What follows belongs to an exercise in optimizing a design on an open flow for small area, a short achievable clock period and few clock cycles; a production flow would make more cautious choices.
At most, simulation tests tie the RTL to the original design; equivalence was not proved.
Function not checked in run 2: the RTL went through the layout flow alone.
No activity file was given, so power comes from the tool's default toggle rates.

<file path="flow/design.v">
`timescale 1ns/1ps
module qm_merge_engine (
    input  logic [31:0] f,        
    output logic [31:0] row_nz,   
    input  logic [31:0] row_oh,   
    output logic [31:0] row,      
    input  logic [4:0]  cmask,    
    input  logic [31:0] cval_oh,  
    output logic        ess       
);
    wire t1 = f[0] & f[1];
    wire t2 = f[2] & f[3];
    wire t3 = f[4] & f[5];
    wire t4 = f[6] & f[7];
    wire t5 = f[8] & f[9];
    wire t6 = f[10] & f[11];
    wire t7 = f[12] & f[13];
    wire t8 = f[14] & f[15];
    wire t9 = f[16] & f[17];
    wire t10 = f[18] & f[19];
    wire t11 = f[20] & f[21];
    wire t12 = f[22] & f[23];
    wire t13 = f[24] & f[25];
    wire t14 = f[26] & f[27];
    wire t15 = f[28] & f[29];
    wire t16 = f[30] & f[31];
    wire t17 = f[0] & f[2];
    wire t18 = f[1] & f[3];
    wire t19 = f[4] & f[6];
    wire t20 = f[5] & f[7];
    wire t21 = f[8] & f[10];
    wire t22 = f[9] & f[11];
    wire t23 = f[12] & f[14];
    wire t24 = f[13] & f[15];
    wire t25 = f[16] & f[18];
    wire t26 = f[17] & f[19];
    wire t27 = f[20] & f[22];
    wire t28 = f[21] & f[23];
    wire t29 = f[24] & f[26];
    wire t30 = f[25] & f[27];
    wire t31 = f[28] & f[30];
    wire t32 = f[29] & f[31];
    wire t33 = t17 & t18;
    wire t34 = t19 & t20;
    wire t35 = t21 & t22;
    wire t36 = t23 & t24;
    wire t37 = t25 & t26;
    wire t38 = t27 & t28;
    wire t39 = t29 & t30;
    wire t40 = t31 & t32;
    wire t41 = f[0] & f[4];
    wire t42 = f[1] & f[5];
    wire t43 = f[2] & f[6];
    wire t44 = f[3] & f[7];
    wire t45 = f[8] & f[12];
    wire t46 = f[9] & f[13];
    wire t47 = f[10] & f[14];
    wire t48 = f[11] & f[15];
    wire t49 = f[16] & f[20];
    wire t50 = f[17] & f[21];
    wire t51 = f[18] & f[22];
    wire t52 = f[19] & f[23];
    wire t53 = f[24] & f[28];
    wire t54 = f[25] & f[29];
    wire t55 = f[26] & f[30];
    wire t56 = f[27] & f[31];
    wire t57 = t41 & t42;
    wire t58 = t43 & t44;
    wire t59 = t45 & t46;
    wire t60 = t47 & t48;
    wire t61 = t49 & t50;
    wire t62 = t51 & t52;
    wire t63 = t53 & t54;
    wire t64 = t55 & t56;
    wire t65 = t41 & t43;
    wire t66 = t42 & t44;
    wire t67 = t45 & t47;
    wire t68 = t46 & t48;
    wire t69 = t49 & t51;
    wire t70 = t50 & t52;
    wire t71 = t53 & t55;
    wire t72 = t54 & t56;
    wire t73 = t65 & t66;
    wire t74 = t67 & t68;
    wire t75 = t69 & t70;
    wire t76 = t71 & t72;
    wire t77 = f[0] & f[8];
    wire t78 = f[1] & f[9];
    wire t79 = f[2] & f[10];
    wire t80 = f[3] & f[11];
    wire t81 = f[4] & f[12];
    wire t82 = f[5] & f[13];
    wire t83 = f[6] & f[14];
    wire t84 = f[7] & f[15];
    wire t85 = f[16] & f[24];
    wire t86 = f[17] & f[25];
    wire t87 = f[18] & f[26];
    wire t88 = f[19] & f[27];
    wire t89 = f[20] & f[28];
    wire t90 = f[21] & f[29];
    wire t91 = f[22] & f[30];
    wire t92 = f[23] & f[31];
    wire t93 = t77 & t78;
    wire t94 = t79 & t80;
    wire t95 = t81 & t82;
    wire t96 = t83 & t84;
    wire t97 = t85 & t86;
    wire t98 = t87 & t88;
    wire t99 = t89 & t90;
    wire t100 = t91 & t92;
    wire t101 = t77 & t79;
    wire t102 = t78 & t80;
    wire t103 = t81 & t83;
    wire t104 = t82 & t84;
    wire t105 = t85 & t87;
    wire t106 = t86 & t88;
    wire t107 = t89 & t91;
    wire t108 = t90 & t92;
    wire t109 = t101 & t102;
    wire t110 = t103 & t104;
    wire t111 = t105 & t106;
    wire t112 = t107 & t108;
    wire t113 = t77 & t81;
    wire t114 = t78 & t82;
    wire t115 = t79 & t83;
    wire t116 = t80 & t84;
    wire t117 = t85 & t89;
    wire t118 = t86 & t90;
    wire t119 = t87 & t91;
    wire t120 = t88 & t92;
    wire t121 = t113 & t114;
    wire t122 = t115 & t116;
    wire t123 = t117 & t118;
    wire t124 = t119 & t120;
    wire t125 = t113 & t115;
    wire t126 = t114 & t116;
    wire t127 = t117 & t119;
    wire t128 = t118 & t120;
    wire t129 = t125 & t126;
    wire t130 = t127 & t128;
    wire t131 = f[0] & f[16];
    wire t132 = f[1] & f[17];
    wire t133 = f[2] & f[18];
    wire t134 = f[3] & f[19];
    wire t135 = f[4] & f[20];
    wire t136 = f[5] & f[21];
    wire t137 = f[6] & f[22];
    wire t138 = f[7] & f[23];
    wire t139 = f[8] & f[24];
    wire t140 = f[9] & f[25];
    wire t141 = f[10] & f[26];
    wire t142 = f[11] & f[27];
    wire t143 = f[12] & f[28];
    wire t144 = f[13] & f[29];
    wire t145 = f[14] & f[30];
    wire t146 = f[15] & f[31];
    wire t147 = t131 & t132;
    wire t148 = t133 & t134;
    wire t149 = t135 & t136;
    wire t150 = t137 & t138;
    wire t151 = t139 & t140;
    wire t152 = t141 & t142;
    wire t153 = t143 & t144;
    wire t154 = t145 & t146;
    wire t155 = t131 & t133;
    wire t156 = t132 & t134;
    wire t157 = t135 & t137;
    wire t158 = t136 & t138;
    wire t159 = t139 & t141;
    wire t160 = t140 & t142;
    wire t161 = t143 & t145;
    wire t162 = t144 & t146;
    wire t163 = t155 & t156;
    wire t164 = t157 & t158;
    wire t165 = t159 & t160;
    wire t166 = t161 & t162;
    wire t167 = t131 & t135;
    wire t168 = t132 & t136;
    wire t169 = t133 & t137;
    wire t170 = t134 & t138;
    wire t171 = t139 & t143;
    wire t172 = t140 & t144;
    wire t173 = t141 & t145;
    wire t174 = t142 & t146;
    wire t175 = t167 & t168;
    wire t176 = t169 & t170;
    wire t177 = t171 & t172;
    wire t178 = t173 & t174;
    wire t179 = t167 & t169;
    wire t180 = t168 & t170;
    wire t181 = t171 & t173;
    wire t182 = t172 & t174;
    wire t183 = t179 & t180;
    wire t184 = t181 & t182;
    wire t185 = t131 & t139;
    wire t186 = t132 & t140;
    wire t187 = t133 & t141;
    wire t188 = t134 & t142;
    wire t189 = t135 & t143;
    wire t190 = t136 & t144;
    wire t191 = t137 & t145;
    wire t192 = t138 & t146;
    wire t193 = t185 & t186;
    wire t194 = t187 & t188;
    wire t195 = t189 & t190;
    wire t196 = t191 & t192;
    wire t197 = t185 & t187;
    wire t198 = t186 & t188;
    wire t199 = t189 & t191;
    wire t200 = t190 & t192;
    wire t201 = t197 & t198;
    wire t202 = t199 & t200;
    wire t203 = t185 & t189;
    wire t204 = t186 & t190;
    wire t205 = t187 & t191;
    wire t206 = t188 & t192;
    wire t207 = t203 & t204;
    wire t208 = t205 & t206;
    wire t209 = t203 & t205;
    wire t210 = t204 & t206;
    wire t211 = t209 & t210;
    wire t212 = f[0] & ~(t1 | t17 | t41 | t77 | t131);
    wire t213 = f[1] & ~(t1 | t18 | t42 | t78 | t132);
    wire t214 = f[2] & ~(t2 | t17 | t43 | t79 | t133);
    wire t215 = f[3] & ~(t2 | t18 | t44 | t80 | t134);
    wire t216 = f[4] & ~(t3 | t19 | t41 | t81 | t135);
    wire t217 = f[5] & ~(t3 | t20 | t42 | t82 | t136);
    wire t218 = f[6] & ~(t4 | t19 | t43 | t83 | t137);
    wire t219 = f[7] & ~(t4 | t20 | t44 | t84 | t138);
    wire t220 = f[8] & ~(t5 | t21 | t45 | t77 | t139);
    wire t221 = f[9] & ~(t5 | t22 | t46 | t78 | t140);
    wire t222 = f[10] & ~(t6 | t21 | t47 | t79 | t141);
    wire t223 = f[11] & ~(t6 | t22 | t48 | t80 | t142);
    wire t224 = f[12] & ~(t7 | t23 | t45 | t81 | t143);
    wire t225 = f[13] & ~(t7 | t24 | t46 | t82 | t144);
    wire t226 = f[14] & ~(t8 | t23 | t47 | t83 | t145);
    wire t227 = f[15] & ~(t8 | t24 | t48 | t84 | t146);
    wire t228 = f[16] & ~(t9 | t25 | t49 | t85 | t131);
    wire t229 = f[17] & ~(t9 | t26 | t50 | t86 | t132);
    wire t230 = f[18] & ~(t10 | t25 | t51 | t87 | t133);
    wire t231 = f[19] & ~(t10 | t26 | t52 | t88 | t134);
    wire t232 = f[20] & ~(t11 | t27 | t49 | t89 | t135);
    wire t233 = f[21] & ~(t11 | t28 | t50 | t90 | t136);
    wire t234 = f[22] & ~(t12 | t27 | t51 | t91 | t137);
    wire t235 = f[23] & ~(t12 | t28 | t52 | t92 | t138);
    wire t236 = f[24] & ~(t13 | t29 | t53 | t85 | t139);
    wire t237 = f[25] & ~(t13 | t30 | t54 | t86 | t140);
    wire t238 = f[26] & ~(t14 | t29 | t55 | t87 | t141);
    wire t239 = f[27] & ~(t14 | t30 | t56 | t88 | t142);
    wire t240 = f[28] & ~(t15 | t31 | t53 | t89 | t143);
    wire t241 = f[29] & ~(t15 | t32 | t54 | t90 | t144);
    wire t242 = f[30] & ~(t16 | t31 | t55 | t91 | t145);
    wire t243 = f[31] & ~(t16 | t32 | t56 | t92 | t146);
    wire t244 = t1 & ~(t33 | t57 | t93 | t147);
    wire t245 = t2 & ~(t33 | t58 | t94 | t148);
    wire t246 = t3 & ~(t34 | t57 | t95 | t149);
    wire t247 = t4 & ~(t34 | t58 | t96 | t150);
    wire t248 = t5 & ~(t35 | t59 | t93 | t151);
    wire t249 = t6 & ~(t35 | t60 | t94 | t152);
    wire t250 = t7 & ~(t36 | t59 | t95 | t153);
    wire t251 = t8 & ~(t36 | t60 | t96 | t154);
    wire t252 = t9 & ~(t37 | t61 | t97 | t147);
    wire t253 = t10 & ~(t37 | t62 | t98 | t148);
    wire t254 = t11 & ~(t38 | t61 | t99 | t149);
    wire t255 = t12 & ~(t38 | t62 | t100 | t150);
    wire t256 = t13 & ~(t39 | t63 | t97 | t151);
    wire t257 = t14 & ~(t39 | t64 | t98 | t152);
    wire t258 = t15 & ~(t40 | t63 | t99 | t153);
    wire t259 = t16 & ~(t40 | t64 | t100 | t154);
    wire t260 = t17 & ~(t33 | t65 | t101 | t155);
    wire t261 = t18 & ~(t33 | t66 | t102 | t156);
    wire t262 = t19 & ~(t34 | t65 | t103 | t157);
    wire t263 = t20 & ~(t34 | t66 | t104 | t158);
    wire t264 = t21 & ~(t35 | t67 | t101 | t159);
    wire t265 = t22 & ~(t35 | t68 | t102 | t160);
    wire t266 = t23 & ~(t36 | t67 | t103 | t161);
    wire t267 = t24 & ~(t36 | t68 | t104 | t162);
    wire t268 = t25 & ~(t37 | t69 | t105 | t155);
    wire t269 = t26 & ~(t37 | t70 | t106 | t156);
    wire t270 = t27 & ~(t38 | t69 | t107 | t157);
    wire t271 = t28 & ~(t38 | t70 | t108 | t158);
    wire t272 = t29 & ~(t39 | t71 | t105 | t159);
    wire t273 = t30 & ~(t39 | t72 | t106 | t160);
    wire t274 = t31 & ~(t40 | t71 | t107 | t161);
    wire t275 = t32 & ~(t40 | t72 | t108 | t162);
    wire t276 = t33 & ~(t73 | t109 | t163);
    wire t277 = t34 & ~(t73 | t110 | t164);
    wire t278 = t35 & ~(t74 | t109 | t165);
    wire t279 = t36 & ~(t74 | t110 | t166);
    wire t280 = t37 & ~(t75 | t111 | t163);
    wire t281 = t38 & ~(t75 | t112 | t164);
    wire t282 = t39 & ~(t76 | t111 | t165);
    wire t283 = t40 & ~(t76 | t112 | t166);
    wire t284 = t41 & ~(t57 | t65 | t113 | t167);
    wire t285 = t42 & ~(t57 | t66 | t114 | t168);
    wire t286 = t43 & ~(t58 | t65 | t115 | t169);
    wire t287 = t44 & ~(t58 | t66 | t116 | t170);
    wire t288 = t45 & ~(t59 | t67 | t113 | t171);
    wire t289 = t46 & ~(t59 | t68 | t114 | t172);
    wire t290 = t47 & ~(t60 | t67 | t115 | t173);
    wire t291 = t48 & ~(t60 | t68 | t116 | t174);
    wire t292 = t49 & ~(t61 | t69 | t117 | t167);
    wire t293 = t50 & ~(t61 | t70 | t118 | t168);
    wire t294 = t51 & ~(t62 | t69 | t119 | t169);
    wire t295 = t52 & ~(t62 | t70 | t120 | t170);
    wire t296 = t53 & ~(t63 | t71 | t117 | t171);
    wire t297 = t54 & ~(t63 | t72 | t118 | t172);
    wire t298 = t55 & ~(t64 | t71 | t119 | t173);
    wire t299 = t56 & ~(t64 | t72 | t120 | t174);
    wire t300 = t57 & ~(t73 | t121 | t175);
    wire t301 = t58 & ~(t73 | t122 | t176);
    wire t302 = t59 & ~(t74 | t121 | t177);
    wire t303 = t60 & ~(t74 | t122 | t178);
    wire t304 = t61 & ~(t75 | t123 | t175);
    wire t305 = t62 & ~(t75 | t124 | t176);
    wire t306 = t63 & ~(t76 | t123 | t177);
    wire t307 = t64 & ~(t76 | t124 | t178);
    wire t308 = t65 & ~(t73 | t125 | t179);
    wire t309 = t66 & ~(t73 | t126 | t180);
    wire t310 = t67 & ~(t74 | t125 | t181);
    wire t311 = t68 & ~(t74 | t126 | t182);
    wire t312 = t69 & ~(t75 | t127 | t179);
    wire t313 = t70 & ~(t75 | t128 | t180);
    wire t314 = t71 & ~(t76 | t127 | t181);
    wire t315 = t72 & ~(t76 | t128 | t182);
    wire t316 = t73 & ~(t129 | t183);
    wire t317 = t74 & ~(t129 | t184);
    wire t318 = t75 & ~(t130 | t183);
    wire t319 = t76 & ~(t130 | t184);
    wire t320 = t77 & ~(t93 | t101 | t113 | t185);
    wire t321 = t78 & ~(t93 | t102 | t114 | t186);
    wire t322 = t79 & ~(t94 | t101 | t115 | t187);
    wire t323 = t80 & ~(t94 | t102 | t116 | t188);
    wire t324 = t81 & ~(t95 | t103 | t113 | t189);
    wire t325 = t82 & ~(t95 | t104 | t114 | t190);
    wire t326 = t83 & ~(t96 | t103 | t115 | t191);
    wire t327 = t84 & ~(t96 | t104 | t116 | t192);
    wire t328 = t85 & ~(t97 | t105 | t117 | t185);
    wire t329 = t86 & ~(t97 | t106 | t118 | t186);
    wire t330 = t87 & ~(t98 | t105 | t119 | t187);
    wire t331 = t88 & ~(t98 | t106 | t120 | t188);
    wire t332 = t89 & ~(t99 | t107 | t117 | t189);
    wire t333 = t90 & ~(t99 | t108 | t118 | t190);
    wire t334 = t91 & ~(t100 | t107 | t119 | t191);
    wire t335 = t92 & ~(t100 | t108 | t120 | t192);
    wire t336 = t93 & ~(t109 | t121 | t193);
    wire t337 = t94 & ~(t109 | t122 | t194);
    wire t338 = t95 & ~(t110 | t121 | t195);
    wire t339 = t96 & ~(t110 | t122 | t196);
    wire t340 = t97 & ~(t111 | t123 | t193);
    wire t341 = t98 & ~(t111 | t124 | t194);
    wire t342 = t99 & ~(t112 | t123 | t195);
    wire t343 = t100 & ~(t112 | t124 | t196);
    wire t344 = t101 & ~(t109 | t125 | t197);
    wire t345 = t102 & ~(t109 | t126 | t198);
    wire t346 = t103 & ~(t110 | t125 | t199);
    wire t347 = t104 & ~(t110 | t126 | t200);
    wire t348 = t105 & ~(t111 | t127 | t197);
    wire t349 = t106 & ~(t111 | t128 | t198);
    wire t350 = t107 & ~(t112 | t127 | t199);
    wire t351 = t108 & ~(t112 | t128 | t200);
    wire t352 = t109 & ~(t129 | t201);
    wire t353 = t110 & ~(t129 | t202);
    wire t354 = t111 & ~(t130 | t201);
    wire t355 = t112 & ~(t130 | t202);
    wire t356 = t113 & ~(t121 | t125 | t203);
    wire t357 = t114 & ~(t121 | t126 | t204);
    wire t358 = t115 & ~(t122 | t125 | t205);
    wire t359 = t116 & ~(t122 | t126 | t206);
    wire t360 = t117 & ~(t123 | t127 | t203);
    wire t361 = t118 & ~(t123 | t128 | t204);
    wire t362 = t119 & ~(t124 | t127 | t205);
    wire t363 = t120 & ~(t124 | t128 | t206);
    wire t364 = t121 & ~(t129 | t207);
    wire t365 = t122 & ~(t129 | t208);
    wire t366 = t123 & ~(t130 | t207);
    wire t367 = t124 & ~(t130 | t208);
    wire t368 = t125 & ~(t129 | t209);
    wire t369 = t126 & ~(t129 | t210);
    wire t370 = t127 & ~(t130 | t209);
    wire t371 = t128 & ~(t130 | t210);
    wire t372 = t129 & ~(t211);
    wire t373 = t130 & ~(t211);
    wire t374 = t131 & ~(t147 | t155 | t167 | t185);
    wire t375 = t132 & ~(t147 | t156 | t168 | t186);
    wire t376 = t133 & ~(t148 | t155 | t169 | t187);
    wire t377 = t134 & ~(t148 | t156 | t170 | t188);
    wire t378 = t135 & ~(t149 | t157 | t167 | t189);
    wire t379 = t136 & ~(t149 | t158 | t168 | t190);
    wire t380 = t137 & ~(t150 | t157 | t169 | t191);
    wire t381 = t138 & ~(t150 | t158 | t170 | t192);
    wire t382 = t139 & ~(t151 | t159 | t171 | t185);
    wire t383 = t140 & ~(t151 | t160 | t172 | t186);
    wire t384 = t141 & ~(t152 | t159 | t173 | t187);
    wire t385 = t142 & ~(t152 | t160 | t174 | t188);
    wire t386 = t143 & ~(t153 | t161 | t171 | t189);
    wire t387 = t144 & ~(t153 | t162 | t172 | t190);
    wire t388 = t145 & ~(t154 | t161 | t173 | t191);
    wire t389 = t146 & ~(t154 | t162 | t174 | t192);
    wire t390 = t147 & ~(t163 | t175 | t193);
    wire t391 = t148 & ~(t163 | t176 | t194);
    wire t392 = t149 & ~(t164 | t175 | t195);
    wire t393 = t150 & ~(t164 | t176 | t196);
    wire t394 = t151 & ~(t165 | t177 | t193);
    wire t395 = t152 & ~(t165 | t178 | t194);
    wire t396 = t153 & ~(t166 | t177 | t195);
    wire t397 = t154 & ~(t166 | t178 | t196);
    wire t398 = t155 & ~(t163 | t179 | t197);
    wire t399 = t156 & ~(t163 | t180 | t198);
    wire t400 = t157 & ~(t164 | t179 | t199);
    wire t401 = t158 & ~(t164 | t180 | t200);
    wire t402 = t159 & ~(t165 | t181 | t197);
    wire t403 = t160 & ~(t165 | t182 | t198);
    wire t404 = t161 & ~(t166 | t181 | t199);
    wire t405 = t162 & ~(t166 | t182 | t200);
    wire t406 = t163 & ~(t183 | t201);
    wire t407 = t164 & ~(t183 | t202);
    wire t408 = t165 & ~(t184 | t201);
    wire t409 = t166 & ~(t184 | t202);
    wire t410 = t167 & ~(t175 | t179 | t203);
    wire t411 = t168 & ~(t175 | t180 | t204);
    wire t412 = t169 & ~(t176 | t179 | t205);
    wire t413 = t170 & ~(t176 | t180 | t206);
    wire t414 = t171 & ~(t177 | t181 | t203);
    wire t415 = t172 & ~(t177 | t182 | t204);
    wire t416 = t173 & ~(t178 | t181 | t205);
    wire t417 = t174 & ~(t178 | t182 | t206);
    wire t418 = t175 & ~(t183 | t207);
    wire t419 = t176 & ~(t183 | t208);
    wire t420 = t177 & ~(t184 | t207);
    wire t421 = t178 & ~(t184 | t208);
    wire t422 = t179 & ~(t183 | t209);
    wire t423 = t180 & ~(t183 | t210);
    wire t424 = t181 & ~(t184 | t209);
    wire t425 = t182 & ~(t184 | t210);
    wire t426 = t183 & ~(t211);
    wire t427 = t184 & ~(t211);
    wire t428 = t185 & ~(t193 | t197 | t203);
    wire t429 = t186 & ~(t193 | t198 | t204);
    wire t430 = t187 & ~(t194 | t197 | t205);
    wire t431 = t188 & ~(t194 | t198 | t206);
    wire t432 = t189 & ~(t195 | t199 | t203);
    wire t433 = t190 & ~(t195 | t200 | t204);
    wire t434 = t191 & ~(t196 | t199 | t205);
    wire t435 = t192 & ~(t196 | t200 | t206);
    wire t436 = t193 & ~(t201 | t207);
    wire t437 = t194 & ~(t201 | t208);
    wire t438 = t195 & ~(t202 | t207);
    wire t439 = t196 & ~(t202 | t208);
    wire t440 = t197 & ~(t201 | t209);
    wire t441 = t198 & ~(t201 | t210);
    wire t442 = t199 & ~(t202 | t209);
    wire t443 = t200 & ~(t202 | t210);
    wire t444 = t201 & ~(t211);
    wire t445 = t202 & ~(t211);
    wire t446 = t203 & ~(t207 | t209);
    wire t447 = t204 & ~(t207 | t210);
    wire t448 = t205 & ~(t208 | t209);
    wire t449 = t206 & ~(t208 | t210);
    wire t450 = t207 & ~(t211);
    wire t451 = t208 & ~(t211);
    wire t452 = t209 & ~(t211);
    wire t453 = t210 & ~(t211);
    assign row_nz[0] = t212 | t213 | t214 | t215 | t216 | t217 | t218 | t219 | t220 | t221 | t222 | t223 | t224 | t225 | t226 | t227 | t228 | t229 | t230 | t231 | t232 | t233 | t234 | t235 | t236 | t237 | t238 | t239 | t240 | t241 | t242 | t243;
    assign row_nz[1] = t244 | t245 | t246 | t247 | t248 | t249 | t250 | t251 | t252 | t253 | t254 | t255 | t256 | t257 | t258 | t259;
    assign row_nz[2] = t260 | t261 | t262 | t263 | t264 | t265 | t266 | t267 | t268 | t269 | t270 | t271 | t272 | t273 | t274 | t275;
    assign row_nz[3] = t276 | t277 | t278 | t279 | t280 | t281 | t282 | t283;
    assign row_nz[4] = t284 | t285 | t286 | t287 | t288 | t289 | t290 | t291 | t292 | t293 | t294 | t295 | t296 | t297 | t298 | t299;
    assign row_nz[5] = t300 | t301 | t302 | t303 | t304 | t305 | t306 | t307;
    assign row_nz[6] = t308 | t309 | t310 | t311 | t312 | t313 | t314 | t315;
    assign row_nz[7] = t316 | t317 | t318 | t319;
    assign row_nz[8] = t320 | t321 | t322 | t323 | t324 | t325 | t326 | t327 | t328 | t329 | t330 | t331 | t332 | t333 | t334 | t335;
    assign row_nz[9] = t336 | t337 | t338 | t339 | t340 | t341 | t342 | t343;
    assign row_nz[10] = t344 | t345 | t346 | t347 | t348 | t349 | t350 | t351;
    assign row_nz[11] = t352 | t353 | t354 | t355;
    assign row_nz[12] = t356 | t357 | t358 | t359 | t360 | t361 | t362 | t363;
    assign row_nz[13] = t364 | t365 | t366 | t367;
    assign row_nz[14] = t368 | t369 | t370 | t371;
    assign row_nz[15] = t372 | t373;
    assign row_nz[16] = t374 | t375 | t376 | t377 | t378 | t379 | t380 | t381 | t382 | t383 | t384 | t385 | t386 | t387 | t388 | t389;
    assign row_nz[17] = t390 | t391 | t392 | t393 | t394 | t395 | t396 | t397;
    assign row_nz[18] = t398 | t399 | t400 | t401 | t402 | t403 | t404 | t405;
    assign row_nz[19] = t406 | t407 | t408 | t409;
    assign row_nz[20] = t410 | t411 | t412 | t413 | t414 | t415 | t416 | t417;
    assign row_nz[21] = t418 | t419 | t420 | t421;
    assign row_nz[22] = t422 | t423 | t424 | t425;
    assign row_nz[23] = t426 | t427;
    assign row_nz[24] = t428 | t429 | t430 | t431 | t432 | t433 | t434 | t435;
    assign row_nz[25] = t436 | t437 | t438 | t439;
    assign row_nz[26] = t440 | t441 | t442 | t443;
    assign row_nz[27] = t444 | t445;
    assign row_nz[28] = t446 | t447 | t448 | t449;
    assign row_nz[29] = t450 | t451;
    assign row_nz[30] = t452 | t453;
    assign row_nz[31] = t211;
    assign row[0] = (row_oh[0] & t212) | (row_oh[1] & t244) | (row_oh[2] & t260) | (row_oh[3] & t276) | (row_oh[4] & t284) | (row_oh[5] & t300) | (row_oh[6] & t308) | (row_oh[7] & t316) | (row_oh[8] & t320) | (row_oh[9] & t336) | (row_oh[10] & t344) | (row_oh[11] & t352) | (row_oh[12] & t356) | (row_oh[13] & t364) | (row_oh[14] & t368) | (row_oh[15] & t372) | (row_oh[16] & t374) | (row_oh[17] & t390) | (row_oh[18] & t398) | (row_oh[19] & t406) | (row_oh[20] & t410) | (row_oh[21] & t418) | (row_oh[22] & t422) | (row_oh[23] & t426) | (row_oh[24] & t428) | (row_oh[25] & t436) | (row_oh[26] & t440) | (row_oh[27] & t444) | (row_oh[28] & t446) | (row_oh[29] & t450) | (row_oh[30] & t452) | (row_oh[31] & t211);
    assign row[1] = (row_oh[0] & t213) | (row_oh[2] & t261) | (row_oh[4] & t285) | (row_oh[6] & t309) | (row_oh[8] & t321) | (row_oh[10] & t345) | (row_oh[12] & t357) | (row_oh[14] & t369) | (row_oh[16] & t375) | (row_oh[18] & t399) | (row_oh[20] & t411) | (row_oh[22] & t423) | (row_oh[24] & t429) | (row_oh[26] & t441) | (row_oh[28] & t447) | (row_oh[30] & t453);
    assign row[2] = (row_oh[0] & t214) | (row_oh[1] & t245) | (row_oh[4] & t286) | (row_oh[5] & t301) | (row_oh[8] & t322) | (row_oh[9] & t337) | (row_oh[12] & t358) | (row_oh[13] & t365) | (row_oh[16] & t376) | (row_oh[17] & t391) | (row_oh[20] & t412) | (row_oh[21] & t419) | (row_oh[24] & t430) | (row_oh[25] & t437) | (row_oh[28] & t448) | (row_oh[29] & t451);
    assign row[3] = (row_oh[0] & t215) | (row_oh[4] & t287) | (row_oh[8] & t323) | (row_oh[12] & t359) | (row_oh[16] & t377) | (row_oh[20] & t413) | (row_oh[24] & t431) | (row_oh[28] & t449);
    assign row[4] = (row_oh[0] & t216) | (row_oh[1] & t246) | (row_oh[2] & t262) | (row_oh[3] & t277) | (row_oh[8] & t324) | (row_oh[9] & t338) | (row_oh[10] & t346) | (row_oh[11] & t353) | (row_oh[16] & t378) | (row_oh[17] & t392) | (row_oh[18] & t400) | (row_oh[19] & t407) | (row_oh[24] & t432) | (row_oh[25] & t438) | (row_oh[26] & t442) | (row_oh[27] & t445);
    assign row[5] = (row_oh[0] & t217) | (row_oh[2] & t263) | (row_oh[8] & t325) | (row_oh[10] & t347) | (row_oh[16] & t379) | (row_oh[18] & t401) | (row_oh[24] & t433) | (row_oh[26] & t443);
    assign row[6] = (row_oh[0] & t218) | (row_oh[1] & t247) | (row_oh[8] & t326) | (row_oh[9] & t339) | (row_oh[16] & t380) | (row_oh[17] & t393) | (row_oh[24] & t434) | (row_oh[25] & t439);
    assign row[7] = (row_oh[0] & t219) | (row_oh[8] & t327) | (row_oh[16] & t381) | (row_oh[24] & t435);
    assign row[8] = (row_oh[0] & t220) | (row_oh[1] & t248) | (row_oh[2] & t264) | (row_oh[3] & t278) | (row_oh[4] & t288) | (row_oh[5] & t302) | (row_oh[6] & t310) | (row_oh[7] & t317) | (row_oh[16] & t382) | (row_oh[17] & t394) | (row_oh[18] & t402) | (row_oh[19] & t408) | (row_oh[20] & t414) | (row_oh[21] & t420) | (row_oh[22] & t424) | (row_oh[23] & t427);
    assign row[9] = (row_oh[0] & t221) | (row_oh[2] & t265) | (row_oh[4] & t289) | (row_oh[6] & t311) | (row_oh[16] & t383) | (row_oh[18] & t403) | (row_oh[20] & t415) | (row_oh[22] & t425);
    assign row[10] = (row_oh[0] & t222) | (row_oh[1] & t249) | (row_oh[4] & t290) | (row_oh[5] & t303) | (row_oh[16] & t384) | (row_oh[17] & t395) | (row_oh[20] & t416) | (row_oh[21] & t421);
    assign row[11] = (row_oh[0] & t223) | (row_oh[4] & t291) | (row_oh[16] & t385) | (row_oh[20] & t417);
    assign row[12] = (row_oh[0] & t224) | (row_oh[1] & t250) | (row_oh[2] & t266) | (row_oh[3] & t279) | (row_oh[16] & t386) | (row_oh[17] & t396) | (row_oh[18] & t404) | (row_oh[19] & t409);
    assign row[13] = (row_oh[0] & t225) | (row_oh[2] & t267) | (row_oh[16] & t387) | (row_oh[18] & t405);
    assign row[14] = (row_oh[0] & t226) | (row_oh[1] & t251) | (row_oh[16] & t388) | (row_oh[17] & t397);
    assign row[15] = (row_oh[0] & t227) | (row_oh[16] & t389);
    assign row[16] = (row_oh[0] & t228) | (row_oh[1] & t252) | (row_oh[2] & t268) | (row_oh[3] & t280) | (row_oh[4] & t292) | (row_oh[5] & t304) | (row_oh[6] & t312) | (row_oh[7] & t318) | (row_oh[8] & t328) | (row_oh[9] & t340) | (row_oh[10] & t348) | (row_oh[11] & t354) | (row_oh[12] & t360) | (row_oh[13] & t366) | (row_oh[14] & t370) | (row_oh[15] & t373);
    assign row[17] = (row_oh[0] & t229) | (row_oh[2] & t269) | (row_oh[4] & t293) | (row_oh[6] & t313) | (row_oh[8] & t329) | (row_oh[10] & t349) | (row_oh[12] & t361) | (row_oh[14] & t371);
    assign row[18] = (row_oh[0] & t230) | (row_oh[1] & t253) | (row_oh[4] & t294) | (row_oh[5] & t305) | (row_oh[8] & t330) | (row_oh[9] & t341) | (row_oh[12] & t362) | (row_oh[13] & t367);
    assign row[19] = (row_oh[0] & t231) | (row_oh[4] & t295) | (row_oh[8] & t331) | (row_oh[12] & t363);
    assign row[20] = (row_oh[0] & t232) | (row_oh[1] & t254) | (row_oh[2] & t270) | (row_oh[3] & t281) | (row_oh[8] & t332) | (row_oh[9] & t342) | (row_oh[10] & t350) | (row_oh[11] & t355);
    assign row[21] = (row_oh[0] & t233) | (row_oh[2] & t271) | (row_oh[8] & t333) | (row_oh[10] & t351);
    assign row[22] = (row_oh[0] & t234) | (row_oh[1] & t255) | (row_oh[8] & t334) | (row_oh[9] & t343);
    assign row[23] = (row_oh[0] & t235) | (row_oh[8] & t335);
    assign row[24] = (row_oh[0] & t236) | (row_oh[1] & t256) | (row_oh[2] & t272) | (row_oh[3] & t282) | (row_oh[4] & t296) | (row_oh[5] & t306) | (row_oh[6] & t314) | (row_oh[7] & t319);
    assign row[25] = (row_oh[0] & t237) | (row_oh[2] & t273) | (row_oh[4] & t297) | (row_oh[6] & t315);
    assign row[26] = (row_oh[0] & t238) | (row_oh[1] & t257) | (row_oh[4] & t298) | (row_oh[5] & t307);
    assign row[27] = (row_oh[0] & t239) | (row_oh[4] & t299);
    assign row[28] = (row_oh[0] & t240) | (row_oh[1] & t258) | (row_oh[2] & t274) | (row_oh[3] & t283);
    assign row[29] = (row_oh[0] & t241) | (row_oh[2] & t275);
    assign row[30] = (row_oh[0] & t242) | (row_oh[1] & t259);
    assign row[31] = (row_oh[0] & t243);
    wire z0 = (cmask[0] | ~f[1]) & (cmask[1] | ~f[2]) & (cmask[2] | ~f[4]) & (cmask[3] | ~f[8]) & (cmask[4] | ~f[16]);
    wire z1 = (cmask[0] | ~f[0]) & (cmask[1] | ~f[3]) & (cmask[2] | ~f[5]) & (cmask[3] | ~f[9]) & (cmask[4] | ~f[17]);
    wire z2 = (cmask[0] | ~f[3]) & (cmask[1] | ~f[0]) & (cmask[2] | ~f[6]) & (cmask[3] | ~f[10]) & (cmask[4] | ~f[18]);
    wire z3 = (cmask[0] | ~f[2]) & (cmask[1] | ~f[1]) & (cmask[2] | ~f[7]) & (cmask[3] | ~f[11]) & (cmask[4] | ~f[19]);
    wire z4 = (cmask[0] | ~f[5]) & (cmask[1] | ~f[6]) & (cmask[2] | ~f[0]) & (cmask[3] | ~f[12]) & (cmask[4] | ~f[20]);
    wire z5 = (cmask[0] | ~f[4]) & (cmask[1] | ~f[7]) & (cmask[2] | ~f[1]) & (cmask[3] | ~f[13]) & (cmask[4] | ~f[21]);
    wire z6 = (cmask[0] | ~f[7]) & (cmask[1] | ~f[4]) & (cmask[2] | ~f[2]) & (cmask[3] | ~f[14]) & (cmask[4] | ~f[22]);
    wire z7 = (cmask[0] | ~f[6]) & (cmask[1] | ~f[5]) & (cmask[2] | ~f[3]) & (cmask[3] | ~f[15]) & (cmask[4] | ~f[23]);
    wire z8 = (cmask[0] | ~f[9]) & (cmask[1] | ~f[10]) & (cmask[2] | ~f[12]) & (cmask[3] | ~f[0]) & (cmask[4] | ~f[24]);
    wire z9 = (cmask[0] | ~f[8]) & (cmask[1] | ~f[11]) & (cmask[2] | ~f[13]) & (cmask[3] | ~f[1]) & (cmask[4] | ~f[25]);
    wire z10 = (cmask[0] | ~f[11]) & (cmask[1] | ~f[8]) & (cmask[2] | ~f[14]) & (cmask[3] | ~f[2]) & (cmask[4] | ~f[26]);
    wire z11 = (cmask[0] | ~f[10]) & (cmask[1] | ~f[9]) & (cmask[2] | ~f[15]) & (cmask[3] | ~f[3]) & (cmask[4] | ~f[27]);
    wire z12 = (cmask[0] | ~f[13]) & (cmask[1] | ~f[14]) & (cmask[2] | ~f[8]) & (cmask[3] | ~f[4]) & (cmask[4] | ~f[28]);
    wire z13 = (cmask[0] | ~f[12]) & (cmask[1] | ~f[15]) & (cmask[2] | ~f[9]) & (cmask[3] | ~f[5]) & (cmask[4] | ~f[29]);
    wire z14 = (cmask[0] | ~f[15]) & (cmask[1] | ~f[12]) & (cmask[2] | ~f[10]) & (cmask[3] | ~f[6]) & (cmask[4] | ~f[30]);
    wire z15 = (cmask[0] | ~f[14]) & (cmask[1] | ~f[13]) & (cmask[2] | ~f[11]) & (cmask[3] | ~f[7]) & (cmask[4] | ~f[31]);
    wire z16 = (cmask[0] | ~f[17]) & (cmask[1] | ~f[18]) & (cmask[2] | ~f[20]) & (cmask[3] | ~f[24]) & (cmask[4] | ~f[0]);
    wire z17 = (cmask[0] | ~f[16]) & (cmask[1] | ~f[19]) & (cmask[2] | ~f[21]) & (cmask[3] | ~f[25]) & (cmask[4] | ~f[1]);
    wire z18 = (cmask[0] | ~f[19]) & (cmask[1] | ~f[16]) & (cmask[2] | ~f[22]) & (cmask[3] | ~f[26]) & (cmask[4] | ~f[2]);
    wire z19 = (cmask[0] | ~f[18]) & (cmask[1] | ~f[17]) & (cmask[2] | ~f[23]) & (cmask[3] | ~f[27]) & (cmask[4] | ~f[3]);
    wire z20 = (cmask[0] | ~f[21]) & (cmask[1] | ~f[22]) & (cmask[2] | ~f[16]) & (cmask[3] | ~f[28]) & (cmask[4] | ~f[4]);
    wire z21 = (cmask[0] | ~f[20]) & (cmask[1] | ~f[23]) & (cmask[2] | ~f[17]) & (cmask[3] | ~f[29]) & (cmask[4] | ~f[5]);
    wire z22 = (cmask[0] | ~f[23]) & (cmask[1] | ~f[20]) & (cmask[2] | ~f[18]) & (cmask[3] | ~f[30]) & (cmask[4] | ~f[6]);
    wire z23 = (cmask[0] | ~f[22]) & (cmask[1] | ~f[21]) & (cmask[2] | ~f[19]) & (cmask[3] | ~f[31]) & (cmask[4] | ~f[7]);
    wire z24 = (cmask[0] | ~f[25]) & (cmask[1] | ~f[26]) & (cmask[2] | ~f[28]) & (cmask[3] | ~f[16]) & (cmask[4] | ~f[8]);
    wire z25 = (cmask[0] | ~f[24]) & (cmask[1] | ~f[27]) & (cmask[2] | ~f[29]) & (cmask[3] | ~f[17]) & (cmask[4] | ~f[9]);
    wire z26 = (cmask[0] | ~f[27]) & (cmask[1] | ~f[24]) & (cmask[2] | ~f[30]) & (cmask[3] | ~f[18]) & (cmask[4] | ~f[10]);
    wire z27 = (cmask[0] | ~f[26]) & (cmask[1] | ~f[25]) & (cmask[2] | ~f[31]) & (cmask[3] | ~f[19]) & (cmask[4] | ~f[11]);
    wire z28 = (cmask[0] | ~f[29]) & (cmask[1] | ~f[30]) & (cmask[2] | ~f[24]) & (cmask[3] | ~f[20]) & (cmask[4] | ~f[12]);
    wire z29 = (cmask[0] | ~f[28]) & (cmask[1] | ~f[31]) & (cmask[2] | ~f[25]) & (cmask[3] | ~f[21]) & (cmask[4] | ~f[13]);
    wire z30 = (cmask[0] | ~f[31]) & (cmask[1] | ~f[28]) & (cmask[2] | ~f[26]) & (cmask[3] | ~f[22]) & (cmask[4] | ~f[14]);
    wire z31 = (cmask[0] | ~f[30]) & (cmask[1] | ~f[29]) & (cmask[2] | ~f[27]) & (cmask[3] | ~f[23]) & (cmask[4] | ~f[15]);
    wire t454 = z0 | (cmask[0] & z1);
    wire t455 = z2 | (cmask[0] & z3);
    wire t456 = z4 | (cmask[0] & z5);
    wire t457 = z6 | (cmask[0] & z7);
    wire t458 = z8 | (cmask[0] & z9);
    wire t459 = z10 | (cmask[0] & z11);
    wire t460 = z12 | (cmask[0] & z13);
    wire t461 = z14 | (cmask[0] & z15);
    wire t462 = z16 | (cmask[0] & z17);
    wire t463 = z18 | (cmask[0] & z19);
    wire t464 = z20 | (cmask[0] & z21);
    wire t465 = z22 | (cmask[0] & z23);
    wire t466 = z24 | (cmask[0] & z25);
    wire t467 = z26 | (cmask[0] & z27);
    wire t468 = z28 | (cmask[0] & z29);
    wire t469 = z30 | (cmask[0] & z31);
    wire t470 = t454 | (cmask[1] & t455);
    wire t471 = z1 | (cmask[1] & z3);
    wire t472 = t456 | (cmask[1] & t457);
    wire t473 = z5 | (cmask[1] & z7);
    wire t474 = t458 | (cmask[1] & t459);
    wire t475 = z9 | (cmask[1] & z11);
    wire t476 = t460 | (cmask[1] & t461);
    wire t477 = z13 | (cmask[1] & z15);
    wire t478 = t462 | (cmask[1] & t463);
    wire t479 = z17 | (cmask[1] & z19);
    wire t480 = t464 | (cmask[1] & t465);
    wire t481 = z21 | (cmask[1] & z23);
    wire t482 = t466 | (cmask[1] & t467);
    wire t483 = z25 | (cmask[1] & z27);
    wire t484 = t468 | (cmask[1] & t469);
    wire t485 = z29 | (cmask[1] & z31);
    wire t486 = t470 | (cmask[2] & t472);
    wire t487 = t471 | (cmask[2] & t473);
    wire t488 = t455 | (cmask[2] & t457);
    wire t489 = z3 | (cmask[2] & z7);
    wire t490 = t474 | (cmask[2] & t476);
    wire t491 = t475 | (cmask[2] & t477);
    wire t492 = t459 | (cmask[2] & t461);
    wire t493 = z11 | (cmask[2] & z15);
    wire t494 = t478 | (cmask[2] & t480);
    wire t495 = t479 | (cmask[2] & t481);
    wire t496 = t463 | (cmask[2] & t465);
    wire t497 = z19 | (cmask[2] & z23);
    wire t498 = t482 | (cmask[2] & t484);
    wire t499 = t483 | (cmask[2] & t485);
    wire t500 = t467 | (cmask[2] & t469);
    wire t501 = z27 | (cmask[2] & z31);
    wire t502 = t486 | (cmask[3] & t490);
    wire t503 = t487 | (cmask[3] & t491);
    wire t504 = t488 | (cmask[3] & t492);
    wire t505 = t489 | (cmask[3] & t493);
    wire t506 = t472 | (cmask[3] & t476);
    wire t507 = t473 | (cmask[3] & t477);
    wire t508 = t457 | (cmask[3] & t461);
    wire t509 = z7 | (cmask[3] & z15);
    wire t510 = t494 | (cmask[3] & t498);
    wire t511 = t495 | (cmask[3] & t499);
    wire t512 = t496 | (cmask[3] & t500);
    wire t513 = t497 | (cmask[3] & t501);
    wire t514 = t480 | (cmask[3] & t484);
    wire t515 = t481 | (cmask[3] & t485);
    wire t516 = t465 | (cmask[3] & t469);
    wire t517 = z23 | (cmask[3] & z31);
    wire t518 = t502 | (cmask[4] & t510);
    wire t519 = t503 | (cmask[4] & t511);
    wire t520 = t504 | (cmask[4] & t512);
    wire t521 = t505 | (cmask[4] & t513);
    wire t522 = t506 | (cmask[4] & t514);
    wire t523 = t507 | (cmask[4] & t515);
    wire t524 = t508 | (cmask[4] & t516);
    wire t525 = t509 | (cmask[4] & t517);
    wire t526 = t490 | (cmask[4] & t498);
    wire t527 = t491 | (cmask[4] & t499);
    wire t528 = t492 | (cmask[4] & t500);
    wire t529 = t493 | (cmask[4] & t501);
    wire t530 = t476 | (cmask[4] & t484);
    wire t531 = t477 | (cmask[4] & t485);
    wire t532 = t461 | (cmask[4] & t469);
    wire t533 = z15 | (cmask[4] & z31);
    assign ess = (cval_oh[0] & t518) | (cval_oh[1] & t519) | (cval_oh[2] & t520) | (cval_oh[3] & t521) | (cval_oh[4] & t522) | (cval_oh[5] & t523) | (cval_oh[6] & t524) | (cval_oh[7] & t525) | (cval_oh[8] & t526) | (cval_oh[9] & t527) | (cval_oh[10] & t528) | (cval_oh[11] & t529) | (cval_oh[12] & t530) | (cval_oh[13] & t531) | (cval_oh[14] & t532) | (cval_oh[15] & t533) | (cval_oh[16] & t510) | (cval_oh[17] & t511) | (cval_oh[18] & t512) | (cval_oh[19] & t513) | (cval_oh[20] & t514) | (cval_oh[21] & t515) | (cval_oh[22] & t516) | (cval_oh[23] & t517) | (cval_oh[24] & t498) | (cval_oh[25] & t499) | (cval_oh[26] & t500) | (cval_oh[27] & t501) | (cval_oh[28] & t484) | (cval_oh[29] & t485) | (cval_oh[30] & t469) | (cval_oh[31] & z31);
endmodule
`timescale 1ns/1ps
module qm_top (
    input  logic        clk,
    input  logic        rst_n,
    input  logic        psel,
    input  logic        penable,
    input  logic        pwrite,
    input  logic [11:0] paddr,
    input  logic [31:0] pwdata,
    output logic [31:0] prdata,
    output logic        pready,
    output logic        pslverr
);
    function automatic logic [31:0] lowest(input logic [31:0] x);
        logic [31:0] p;
        p = x;
        for (int s = 0; s < 5; s++) begin
            for (int i = 0; i < 32; i++) begin
                if ((i >> s) & 1) p[i] = p[i] | p[((i >> s) << s) - 1];
            end
        end
        lowest = x & ~{p[30:0], 1'b0};
    endfunction
    function automatic logic [4:0] enc(input logic [31:0] oh);
        enc = '0;
        for (int i = 0; i < 32; i++) begin
            if (oh[i]) enc = enc | 5'(i);
        end
    endfunction
    logic setup, access;
    logic a_onset, a_ctrl, a_status, a_result, mapped;
    logic [4:0] k;
    assign setup    = psel & ~penable;
    assign access   = psel & penable;
    assign a_onset  = (paddr == 12'h000);
    assign a_ctrl   = (paddr == 12'h004);
    assign a_status = (paddr == 12'h008);
    assign a_result = (paddr[11:7] == 5'b00010) && (paddr[1:0] == 2'b00);
    assign mapped   = a_onset | a_ctrl | a_status | a_result;
    assign k        = paddr[6:2];
    logic [31:0] onset, spec, run_onset;
    logic        busy, busy_q, pend, done;
    logic        chg;
    logic [1:0]  stab;
    logic        prep_ok;
    assign spec = (psel && pwrite && a_onset) ? pwdata : onset;
    assign chg  = ~busy & ((setup & pwrite & a_onset) | busy_q);
    always_ff @(posedge clk) begin
        if (!rst_n) begin
            onset <= '0;
        end else if (access && pwrite && a_onset) begin
            onset <= pwdata;
        end
        if (!busy) begin
            run_onset <= spec;
        end
    end
    logic [31:0] row_nz_c, nz_q;      
    logic [31:0] rowbits;             
    logic [4:0]  mcur;                
    logic [31:0] gt_row, src, src_oh, row_c;
    logic [31:0] v_oh, rest;
    logic [4:0]  v;
    logic        ess;
    logic        prepping, go_q;
    logic        start_now, step, first, ins, last, any;
    logic [5:0]  prime_cnt, ess_cnt, pc_inc, ec_inc;
    logic [4:0]  age;
    qm_merge_engine i_engine (
        .f      (run_onset),
        .row_nz (row_nz_c),
        .row_oh (src_oh),
        .row    (row_c),
        .cmask  (mcur),
        .cval_oh(v_oh),
        .ess    (ess)
    );
    always_comb begin
        for (int m = 0; m < 32; m++) gt_row[m] = (5'(m) > mcur);
    end
    assign prepping = (~busy | pend) & ~prep_ok;
    assign src    = nz_q & (prepping ? 32'hFFFF_FFFF : gt_row);
    assign src_oh = lowest(src);
    assign v_oh = lowest(rowbits);
    assign v    = enc(v_oh);
    assign rest = rowbits & ~v_oh;
    assign any  = |rowbits;
    assign last = (rest == '0) && (src == '0);
    always_ff @(posedge clk) begin
        go_q <= rst_n & setup & pwrite & a_ctrl & pwdata[0];
    end
    assign start_now = go_q & ~busy;
    assign step      = (start_now & prep_ok) | (busy & ~pend) | (pend & prep_ok);
    assign first     = step & ~(busy & ~pend);
    assign ins       = step & any;
    assign pc_inc = prime_cnt + 6'd1;
    assign ec_inc = ess_cnt + 6'd1;
    always_ff @(posedge clk) begin
        nz_q <= row_nz_c;
        if (step) begin
            if (rest == '0) begin
                rowbits <= row_c;
                mcur    <= enc(src_oh);
            end else begin
                rowbits <= rest;
            end
        end else if (prepping) begin
            rowbits <= row_c;
            mcur    <= enc(src_oh);
        end
        age <= (first & ins) ? 5'd0 : age + 5'd1;
    end
    always_ff @(posedge clk) begin
        if (!rst_n) begin
            busy      <= 1'b0;
            busy_q    <= 1'b0;
            pend      <= 1'b0;
            done      <= 1'b0;
            stab      <= 2'd0;
            prime_cnt <= '0;
            ess_cnt   <= '0;
        end else begin
            busy_q <= busy;
            if ((!busy || pend) && !chg) begin
                stab <= (stab == 2'd2) ? 2'd2 : stab + 2'd1;
            end else begin
                stab <= 2'd0;
            end
            if (start_now) begin
                busy <= 1'b1;
                done <= 1'b0;
                pend <= ~prep_ok;
            end
            if (step) begin
                prime_cnt <= first ? {5'd0, ins} : pc_inc;
                if (first)           ess_cnt <= {5'd0, ins & ess};
                else if (ins && ess) ess_cnt <= ec_inc;
                pend      <= 1'b0;
                if (!any || last) begin
                    busy <= 1'b0;
                    done <= 1'b1;
                end else begin
                    busy <= 1'b1;
                    done <= 1'b0;
                end
            end
        end
    end
    assign prep_ok = (stab == 2'd2);
    logic [10:0] ring [32];
    always_ff @(posedge clk) begin
        ring[0] <= ins ? {ess, mcur, v} : ring[31];
        for (int j = 1; j < 32; j++) begin
            ring[j] <= ring[j-1];
        end
    end
    logic        rd_status, err_q;
    logic [31:0] rd_q;
    logic [10:0] rword;
    logic [31:0] rd_word;
    assign rword = ring[5'(age - k)];
    always_comb begin
        rd_word = '0;
        if (a_onset) rd_word = onset;
        if (a_result && ({1'b0, k} < prime_cnt))
            rd_word = {15'd0, rword[10], 3'd0, rword[9:5], 3'd0, rword[4:0]};
    end
    always_ff @(posedge clk) begin
        rd_q      <= pwrite ? 32'd0 : rd_word;
        rd_status <= ~pwrite & a_status;
        err_q     <= ~mapped | (pwrite & (a_status | a_result));
    end
    always_comb begin
        prdata = rd_q;
        if (rd_status) prdata = prdata | {10'd0, ess_cnt, 2'd0, prime_cnt, 6'd0, done, busy};
    end
    assign pready  = 1'b1;
    assign pslverr = err_q;
endmodule
</file>
<file path="flow/flow/run.sh">
#!/bin/bash
# Standard ORFS flow, with timing repair aiming past the clock target and
# plain buffers on the ports.
set -euo pipefail
bash standard.sh SETUP_SLACK_MARGIN=8 'BUFFER_PORTS_ARGS=-buffer_cell sky130_fd_sc_hd__buf_2' finish > standard.log 2>&1
</file>
<file path="flow/standard.sh">
#!/bin/bash
# synth_recipe.tcl (not shown) runs the flow's synth.tcl, then flattens the netlist and writes it again
# the make line also repeats each setting of config.mk as NAME=value (left out here)
make -C /OpenROAD-flow-scripts/flow DESIGN_CONFIG=/design/flow/config.mk WORK_HOME=/design/flow/orfs CLKGATE_MAP_FILE= SYNTH_SCRIPT=/design/flow/synth_recipe.tcl "${@:-finish}"
</file>
<file path="flow/config.mk">
export PLATFORM = sky130hd
export DESIGN_NAME = qm_top
export DESIGN_NICKNAME = qm_top
export VERILOG_FILES = /design/flow/design.v
export SDC_FILE = /design/flow/constraint.sdc
export NUM_CORES = 8
export LEC_CHECK = 0
export CAP_MARGIN = 30
export CORE_MARGIN = 2
export CORE_UTILIZATION = 40
export SLEW_MARGIN = 20
</file>
<file path="flow/constraint.sdc">
create_clock -name core_clock -period 12.0 [get_ports {clk}]
set_input_delay 2.4000 -clock core_clock [delete_from_list [all_inputs] [get_ports {clk}]]
set_output_delay 2.4000 -clock core_clock [all_outputs]
set_load 0.01 [all_outputs]
</file>
==> results of run 1 <==
-- per-stage QoR --
step | area [um2] | power [mW] | hold slack, ns | utilization, %
CTS | 31100 | 4.06 | 0.328 | 48.4
finish | 32500 | 4.16 | 0.318 | 50.5
detailed placement | 27900 | 2.29 | 0.336 | 43.4
global placement | 27800 | 2.29 | 0.332 | 43.3
floorplan | 26400 | 2.16 | 0.326 | -
global route | 32500 | 4.24 | 0.351 | 50.4
-- flip-flops by register name, indices dropped and copies added (netlist names) --
name       count
go_q           1
busy_q         1
run_onset     32
stab           2
rd_q          32
ess_cnt        6
pend           1
onset         32
ring         352
mcur           5
busy           1
rowbits       32
err_q          1
age            5
done           1
prime_cnt      6
nz_q          32
rd_status      1
-- synth_stat cells, drive strengths merged, types with 54 or more instances --
library cell | count | area, um2
o21ai | 140 | 701
nand2 | 352 | 1320
nand4 | 157 | 982
dfxtp | 474 | 9490
buf | 55 | 338
nor4 | 71 | 480
a22oi | 76 | 576
edfxtp | 69 | 2070
clkbuf | 157 | 589
o22ai | 73 | 457
a22o | 65 | 569
nor3 | 133 | 671
a21oi | 91 | 455
a221oi | 85 | 744
inv | 61 | 229
nor2 | 277 | 1040
nand3 | 104 | 521
nand2b | 54 | 338
-- per-layer routing --
| metal | vias up | track usage (%) | share of wire, % |
|---|---|---|---|
| met2 | 2578 | 70.9 | 44 |
| li1 | 11900 | - | - |
| met3 | 898 | 12.5 | 11 |
| met4 | 8 | 38.7 | 11 |
| met1 | 14100 | 51.8 | 34 |
| met5 | - | 0 | 0.035 |
-- critical path: stages --
cell      delay [ns]
buf_12          0.09
ha_4            0.12
inv_2           0.04
fa_2            0.35
a21o_1          0.22
a21oi_4         0.21
xor2_2          0.13
nand2_2         0.16
buf_12          0.12
buf_12          0.09
buf_6           0.09
nor3_4          0.05
buf_12          0.18
a22o_1          0.24
a221oi_2        0.22
nand4_1         0.12
nor3_1          0.20
o21ai_1         0.09
-- power groups by stage --
stage / clock [mW] / sequential, mW / combinational [mW]
global placement: 0 / 1.93 / 0.356
finish: 1.76 / 1.89 / 0.506
global route: 1.83 / 1.89 / 0.519
floorplan: 0 / 1.91 / 0.247
detailed placement: 0 / 1.93 / 0.361
CTS: 1.75 / 1.89 / 0.420
-- cells by family (layout without fill, tap and decap cells) --
group	after synthesis	in the layout	share of synthesized area, %
fa+ha+maj	20	20	0.953
buf+inv	274	518	4.46
other cells	1	7	0.0144
simple gates	1369	1370	26.6
flops	543	543	44.5
xor+xnor	14	14	0.472
compound gates	787	787	21.6
mux	33	33	1.43
-- layout make-up --
type / count / area, um2 / area share [%]
Antenna cell: 6 / 15.0 / 0.0462
Inverter: 62 / 251 / 0.775
Multi-Input combinational cell: 2225 / 14600 / 45.1
Timing Repair Buffer: 354 / 3090 / 9.53
Clock buffer: 77 / 1600 / 4.93
Clock inverter: 25 / 243 / 0.748
Sequential cell: 543 / 11600 / 35.6
Tap cell: 855 / 1070 / 3.29
-- final timing paths --
path                                             end  depth (start not counted)                   start
worst max-delay path             rd_q[11]$_SDFF_PP0_                         18                paddr[2]
worst min-delay path             ring[27][2]$_DFF_P_                          0     ring[26][2]$_DFF_P_
worst max register to register  rowbits[0]$_DFFE_PP_                         11  run_onset[9]$_DFFE_PN_
worst min register to register   ring[27][2]$_DFF_P_                          0     ring[26][2]$_DFF_P_
-- timing repair --
action | 4_1_cts | 5_1_grt
hold endpoints to repair | 0 | 0
pin swaps | 24 | 71
cloned | 4 | 7
setup buffers | 71 | 67
resized for setup | 144 | 116
setup endpoints to repair | 139 | 48
==> results by group, run 1 <==
Run status
  • Status: no timing/DRC/antenna violations

Job
  • Max cap viols: 0

Clock network
  • Max Root-Sink Buffers: 3
  • CTS tree: yes
  • Worst-Skew Late Latency: about 0.66 ns
  • CTS buffer count: 55
  • H-tree levels: 2
  • Clk sinks: between 500 and 600
  • Clock root cell: clkbuf_16
  • Hold-fix buffers, CTS: 0
  • Clock transition at the registers of the reported paths: about 0.07 ns

Die
  • Site Rows: 93
  • Core area: 0.0643 mm2
  • Chip Height: 259 um
  • Starting Density: 40.4%
  • Die ar.: 0.0670 mm2
  • Die width: 259 um
  • # IOs: 83

STA
  • Final worst setup slack: 7.40 ns
  • Tcrit/Tclk final: 38.4%
  • Worst clock skew: 0.0549 ns
  • Relative slew slack: 23.4%
  • Hold Violations, Final: 0
  • RSZ-0062 raised after global routing: yes
  • Tmin final: 4.60 ns
  • Setup TNS: 0 ns
  • FMAX: 217 MHz
  • Worst-Margin Slew: 1.14 ns
  • Max-slew violations: 0
  • Setup-failing EPs final: 0

Place
  • Post-DP HPWL: 110000 um
  • Pre-CTS setup slack: 6.31 ns
  • Placed instance count: 3885
  • GP Congestion: 1.11
  • I/O Buffers: 81

GRT
  • Largest net degree at the start of global routing: 64
  • Remaining global-route overflow: 0
  • Number of global-route vias before repair: roughly 28000
  • GRT Resource Usage Total: a little under half
  • Initial antenna violation count: 13
  • First-pass GRT wire length: 216000 um

Cells and area
  • Share of layout cells above drive strength 1: 21.1%
  • Most frequent cells in the layout: dfxtp_1 (472), nand2_1 (342), nor2_1 (258)
  • Final Net Count: ~3300
  • Area grow syn2layout: 24.9%
  • Commonest non-fill, non-tap cell in the layout: dfxtp_1
  • Layout Cells excl Fill: 4147
  • Layout fillers: 5978

Pwr
  • PD cells: 128 mW/mm2
  • Leak pwr: 12.3 nW
  • Gate power share: roughly an eighth
  • Peak supply drop: 0.000178 V
  • Cell Int Power: around 3.0 mW
  • Switching power total: 1.16 mW
  • Clk pwr share: 42.3%
  • Flop pwr share: 45.6%
  • Sw Ratio: between 20% and 30%

Drt
  • Via count: 29500
  • DR pass1 iterations: 8
  • WL per Instance: 38.4 um
  • Detailed Route Iter0 Violations: 4472
  • Final WL: 159000 um
  • DRC Markers: 0
  • Post-route ant nets: 0
  • Vias per inst: between 7 and 8

Critical path
  • Endpoint class of the critical path: flop
  • Critical path fanouts, max: 6
  • Slack of the worst reg-to-reg path: 7.78 ns
  • WP data required: 12.53 ns
  • Startpoint types: primary input
  • Critical Path AT: 5.13 ns
  • Crit path kind: primary input to flop

Logic synthesis
  • Cells after Synth: 3041
  • EDFF count, synth: roughly 70
  • Synth Net Count: 3106
  • Synthesized flop and latch total: 543
  • Synth Flop Type: dfxtp_1
  • Post-Syn Area: approximately 0.026 mm2
  • Ys Warns: 2
  • Syn Area/Cell: 8.55 um2
  • Ys async rst share: 0%
  • Sequential cell area fraction in the yosys report: 44.5%
  • Synth cell types: 93

Worst hold path
  • Hold Crit Class: flop to flop
Testbench counts, summed over its fixed seeds: cycles 7,828.
==> inputs of run 2 (changes only) <==
--- a/flow/design.v
+++ b/flow/design.v
@@ -797,16 +797,12 @@
     end
-    logic        rd_status, err_q;
-    logic [31:0] rd_q;
+    logic        rd_onset, rd_status, rd_result, err_q;
+    logic [31:0] sel_oh;
+    logic [4:0]  sel;
     logic [10:0] rword;
-    logic [31:0] rd_word;
-    assign rword = ring[5'(age - k)];
-    always_comb begin
-        rd_word = '0;
-        if (a_onset) rd_word = onset;
-        if (a_result && ({1'b0, k} < prime_cnt))
-            rd_word = {15'd0, rword[10], 3'd0, rword[9:5], 3'd0, rword[4:0]};
-    end
+    assign sel = age + 5'd1 - k;
     always_ff @(posedge clk) begin
-        rd_q      <= pwrite ? 32'd0 : rd_word;
+        rd_onset  <= ~pwrite & a_onset;
         rd_status <= ~pwrite & a_status;
+        rd_result <= ~pwrite & a_result & ({1'b0, k} < prime_cnt);
+        for (int j = 0; j < 32; j++) sel_oh[j] <= (sel == 5'(j));
         err_q     <= ~mapped | (pwrite & (a_status | a_result));
@@ -814,4 +810,8 @@
     always_comb begin
-        prdata = rd_q;
+        rword = '0;
+        for (int j = 0; j < 32; j++) rword = rword | (sel_oh[j] ? ring[j] : 11'd0);
+        prdata = '0;
+        if (rd_onset)  prdata = prdata | onset;
         if (rd_status) prdata = prdata | {10'd0, ess_cnt, 2'd0, prime_cnt, 6'd0, done, busy};
+        if (rd_result) prdata = prdata | {15'd0, rword[10], 3'd0, rword[9:5], 3'd0, rword[4:0]};
     end
==> run 2 against run 1 <==
  * Still clean on timing, DRC and antenna
  * Wire length decreased by 13%
  * Combinational power rose to 4.1 times the previous value
  * Sequential power up 27%
  * Synthesized cell count decreased by 1.2%
  * Worst hold slack gained 0.019 ns
  * Clock power rose by 7%
  * Critical path type is now flop to output port
  * Critical endpoint is now prdata[2]
  * Largest cell class unchanged
==> results by group, run 2 <==
Run status
  • Status: no timing/DRC/antenna violations

STA
  • Worst-Margin Slew: 1.05 ns (-0.0851 ns)
  • Setup-failing EPs final: 0 (unchanged)
  • Fin Hold WS: 0.337 ns (+0.0193 ns)
  • Max-slew violations: 0 (unchanged)
  • Final worst setup slack: 7.02 ns (-0.372 ns)
  • Hold Violations, Final: 0 (unchanged)
  • RSZ-0062 raised after global routing: yes
  • FMAX: 201 MHz (-7.5%)
  • Worst clock skew: 0.0271 ns (-0.0279 ns)
  • Setup TNS: 0 ns (unchanged)
  • Tcrit/Tclk final: 41.5% (+3.1 points)
  • Relative slew slack: 29.3% (+5.9 points)
  • Tmin final: 4.98 ns (+0.372 ns)

Cells and area
  • Share of layout cells above drive strength 1: 17.8% (-3.3 points)
  • Layout Cells excl Fill: 4042 (-2.5%)
  • Top reg by flops: ring
  • Max reg flops: 352 (unchanged)
  • Most frequent cells in the layout: dfxtp_1 (450), nand2_1 (317), nor2_1 (293)
  • Fin util: 48.6% (-1.9 points)
  • Final Net Count: 3202 (-3.1%)
  • Finished Cell Area: 0.0311 mm2 (-4.1%)
  • Area grow syn2layout: 20.8%
  • Commonest non-fill, non-tap cell in the layout: dfxtp_1

Logic synthesis
  • Adder-Cell Fraction of Synth Area: 1.00% (+0.052 points)
  • Synth Area in Compound Gates: 21.6% (+0.031 points)
  • Top-count cell post-synth: dfxtp_1
  • Cells after Synth: 3004 (-1.2%)
  • Ys async rst share: 0% (unchanged)
  • Commonest cells in the netlist: dfxtp_1 (476), nand2_1 (325), nor2_1 (308)
  • Post-Synth Simple-Gate Area: 26.2% (-0.43 points)
  • Largest family of logic cells by synthesized area: simple AND/OR/NAND/NOR gates
  • Largest area contributor in the netlist: dfxtp_1
  • Synth cell types: 100 (+7.5%)
  • Post-Syn Area: 0.0258 mm2 (-0.83%)
  • Synthesized flop and latch total: 545 (+0.37%)
  • Top cells by area, synth: dfxtp_1 (37%), edfxtp_1 (8.0%), nand2_1 (4.7%), nor2_1 (4.5%), nand4_1 (4.1%)
  • Multiplexer share of the synthesized area: 1.80% (+0.37 points)
  • EDFF count, synth: 69 (unchanged)
  • Xor and xnor area share after synthesis: 0.544% (+0.072 points)
  • Sequential cell area fraction in the yosys report: 45.0% (+0.53 points)
  • Ys Warns: 2 (unchanged)
  • Synth Flop Type: dfxtp_1
  • Syn Area/Cell: 8.58 um2 (+0.39%)
  • Top-area cell type share of the netlist area: 37.0% (+0.46 points)
  • Synth Net Count: 3069 (-1.2%)

Worst hold path
  • Hold Crit Class: flop to flop

GRT
  • Number of global-route vias before repair: 27000 (-3.9%)
  • GRT Resource Usage Total: 39.8% (-5.7 points)
  • Largest net degree at the start of global routing: 55 (-14%)
  • First-pass GRT wire length: 193000 um (-10%)
  • Remaining global-route overflow: 0 (unchanged)
  • Initial antenna violation count: 4 (-9)

Drt
  • WL per Instance: 34.4 um (-10%)
  • Vias per inst: 7.00 (-1.7%)
  • DRC Markers: 0 (unchanged)
  • DR pass1 iterations: 12 (+4)
  • Post-route ant nets: 0 (unchanged)
  • Final WL: 139000 um (-13%)
  • Detailed Route Iter0 Violations: 4294 (-4.0%)
  • Via count: 28300 (-4.2%)

Clock network
  • Worst-Skew Late Latency: 0.65 ns (about the same)
  • Clock transition at the registers of the reported paths: 0.07 ns (about the same)
  • Hold-fix buffers, CTS: 0 (unchanged)
  • CTS tree: yes
  • Clk sinks: 545 (+0.37%)
  • Max Root-Sink Buffers: 3 (unchanged)
  • Clock root cell: clkbuf_16
  • CTS buffer count: 57 (+3.6%)
  • H-tree levels: 2 (unchanged)

Critical path
  • Critical Path AT: 2.58 ns (-2.55 ns)
  • Critical path fanouts, max: 5 (-1)
  • Startpoint types: flop
  • Endpoint class of the critical path: output port
  • Crit path kind: flop to output port
  • WP data required: 9.60 ns (-2.93 ns)

Pwr
  • Cell Int Power: 3.81 mW (+27%)
  • Total power: 6.35 mW (+53%)
  • Peak supply drop: 0.000118 V (-33%)
  • Switching power total: 2.54 mW (+120%)
  • Gate power share: 32.5% (+20 points)
  • Leak pwr: 11.6 nW (-5.8%)
  • Clk pwr share: 29.8% (-13 points)
  • Sw Ratio: 40.0% (+12 points)
  • Flop pwr share: 37.8% (-7.8 points)
  • PD cells: 204 mW/mm2 (+59%)

Die
  • Site Rows: 93 (unchanged)
  • Chip Height: 258 um (-0.41%)
  • Core area: 0.0641 mm2 (-0.36%)
  • Die width: 258 um (-0.41%)
  • Die ar.: 0.0665 mm2 (-0.82%)
  • # IOs: 83 (unchanged)
  • Starting Density: 40.2% (-0.19 points)

Job
  • Max cap viols: 0 (unchanged)

Place
  • I/O Buffers: 81 (unchanged)
  • GP Congestion: 1.07 (-3.7%)
  • DP Area: 0.0273 mm2 (-2.3%)
  • Pre-CTS setup slack: 7.00 ns (+0.695 ns)
  • Placed instance count: 3845 (-1.0%)
  • Post-DP HPWL: 98400 um (-11%)
-- run 2: changes by cell type after synthesis, moves of 18 or more --
cell / before / now
nor3_1: 132 / 84
a22oi_1: 75 / 138
or3_1: 32 / 14
o21ai_0: 137 / 90
nor2_1: 277 / 308
a22o_1: 65 / 39
a21oi_1: 91 / 112
buf_4: 20 / 1
nand3_1: 104 / 127
a221oi_1: 85 / 45
nand2_1: 352 / 325
-- run 2: path summary, 6_finish.rpt --
kind / slack [ns] / startpoint / cells after the start / end
worst min register to register: 0.34 / ring[13][3]$_DFF_P_ / 0 / ring[14][3]$_DFF_P_
worst max-delay path: 7.02 / sel_oh[21]$_DFF_P_ / 7 / prdata[2]
worst max register to register: 7.82 / mcur[0]$_SDFFCE_PP1P_ / 11 / rowbits[4]$_DFFE_PP_
worst min-delay path: 0.34 / ring[13][3]$_DFF_P_ / 0 / ring[14][3]$_DFF_P_
-- run 2: logic make-up (layout without fill, tap and decap cells) --
group	count (synthesis)	after routing
AO/OA/AOI/OAI	782	783
other	1	3
buffers and inverters	252	429
flip-flops	545	545
adder cells (fa/ha/maj)	21	21
AND/OR/NAND/NOR	1345	1348
XOR/XNOR	16	16
multiplexers	42	42
-- run 2: power by group through the flow --
stage / logic (mW) / clock network (mW) / registers [mW]
after floorplan: 1.12 / 0 / 2.30
after global routing: 2.11 / 1.98 / 2.42
after global placement: 1.73 / 0 / 2.42
after detailed placement: 1.74 / 0 / 2.43
after CTS: 1.85 / 1.90 / 2.38
final: 2.06 / 1.89 / 2.40
-- run 2: final cells by class --
cell class,count,area [um2]
Fill cell,6133,33000
Multi-Input combinational cell,2211,14000
Sequential cell,545,11700
Timing Repair Buffer,258,2110
Clock buffer,73,1600
Tap cell,855,1070
Clock inverter,34,432
Inverter,64,248
Antenna cell,2,5.00
-- run 2: repair_timing --
| action | CTS | global route |
|---|---|---|
| endpoints found under the setup margin | 113 | 76 |
| setup buffers | 43 | 37 |
| resized for setup | 147 | 98 |
| pin swaps | 34 | 44 |
| gates cloned | 2 | 5 |
-- run 2: routing by layer --
layer / up-vias / part of all wire (%) / global-route usage (%)
met3: 605 / 13 / 13.1
met2: 2337 / 40 / 57.2
li1: 11700 / - / -
met1: 13700 / 40 / 53.4
met4: 6 / 6.6 / 19.6
met5: - / 0.028 / 0
-- run 2: worst max-delay path: stages, from the launching register on --
cell	delay, ns
dfxtp_2	0.33
buf_12	0.14
buf_12	0.13
a22oi_2	0.14
nand4_1	0.15
o41ai_4	0.71
nand2_1	0.15
buf_2	0.17

afterwards: timing with drivers on the ports:
No port has a modelled driver above. Below, the same layouts with a new extraction and two added sets of constraints.
Step 1 (the two cells are an assumption about what drives the block):
set clk [get_ports {clk}]
set_driving_cell -lib_cell sky130_fd_sc_hd__clkbuf_16 $clk
set_driving_cell -lib_cell sky130_fd_sc_hd__buf_2 [delete_from_list [all_inputs] $clk]
Step 2, shift: input delay + t, output delay - t, t = (earliest + latest rising clock arrival at the registers) / 2. This alone moves slack from input paths to output paths.
Three values: ideal ports, drivers, drivers and shift; two values: the first two.
run	t (ns)	setup slack, ns	worst data-port slew with drivers (ns)
run 1	0.703	7.395 / 7.402 / 6.699	0.11
run 2	0.708	7.024 / 6.956 / 7.401	0.07
After both steps every run listed still meets setup and hold. For run 1, which loses most, drivers alone change the setup slack by +0.007 ns; drivers and shift together by -0.696 ns.
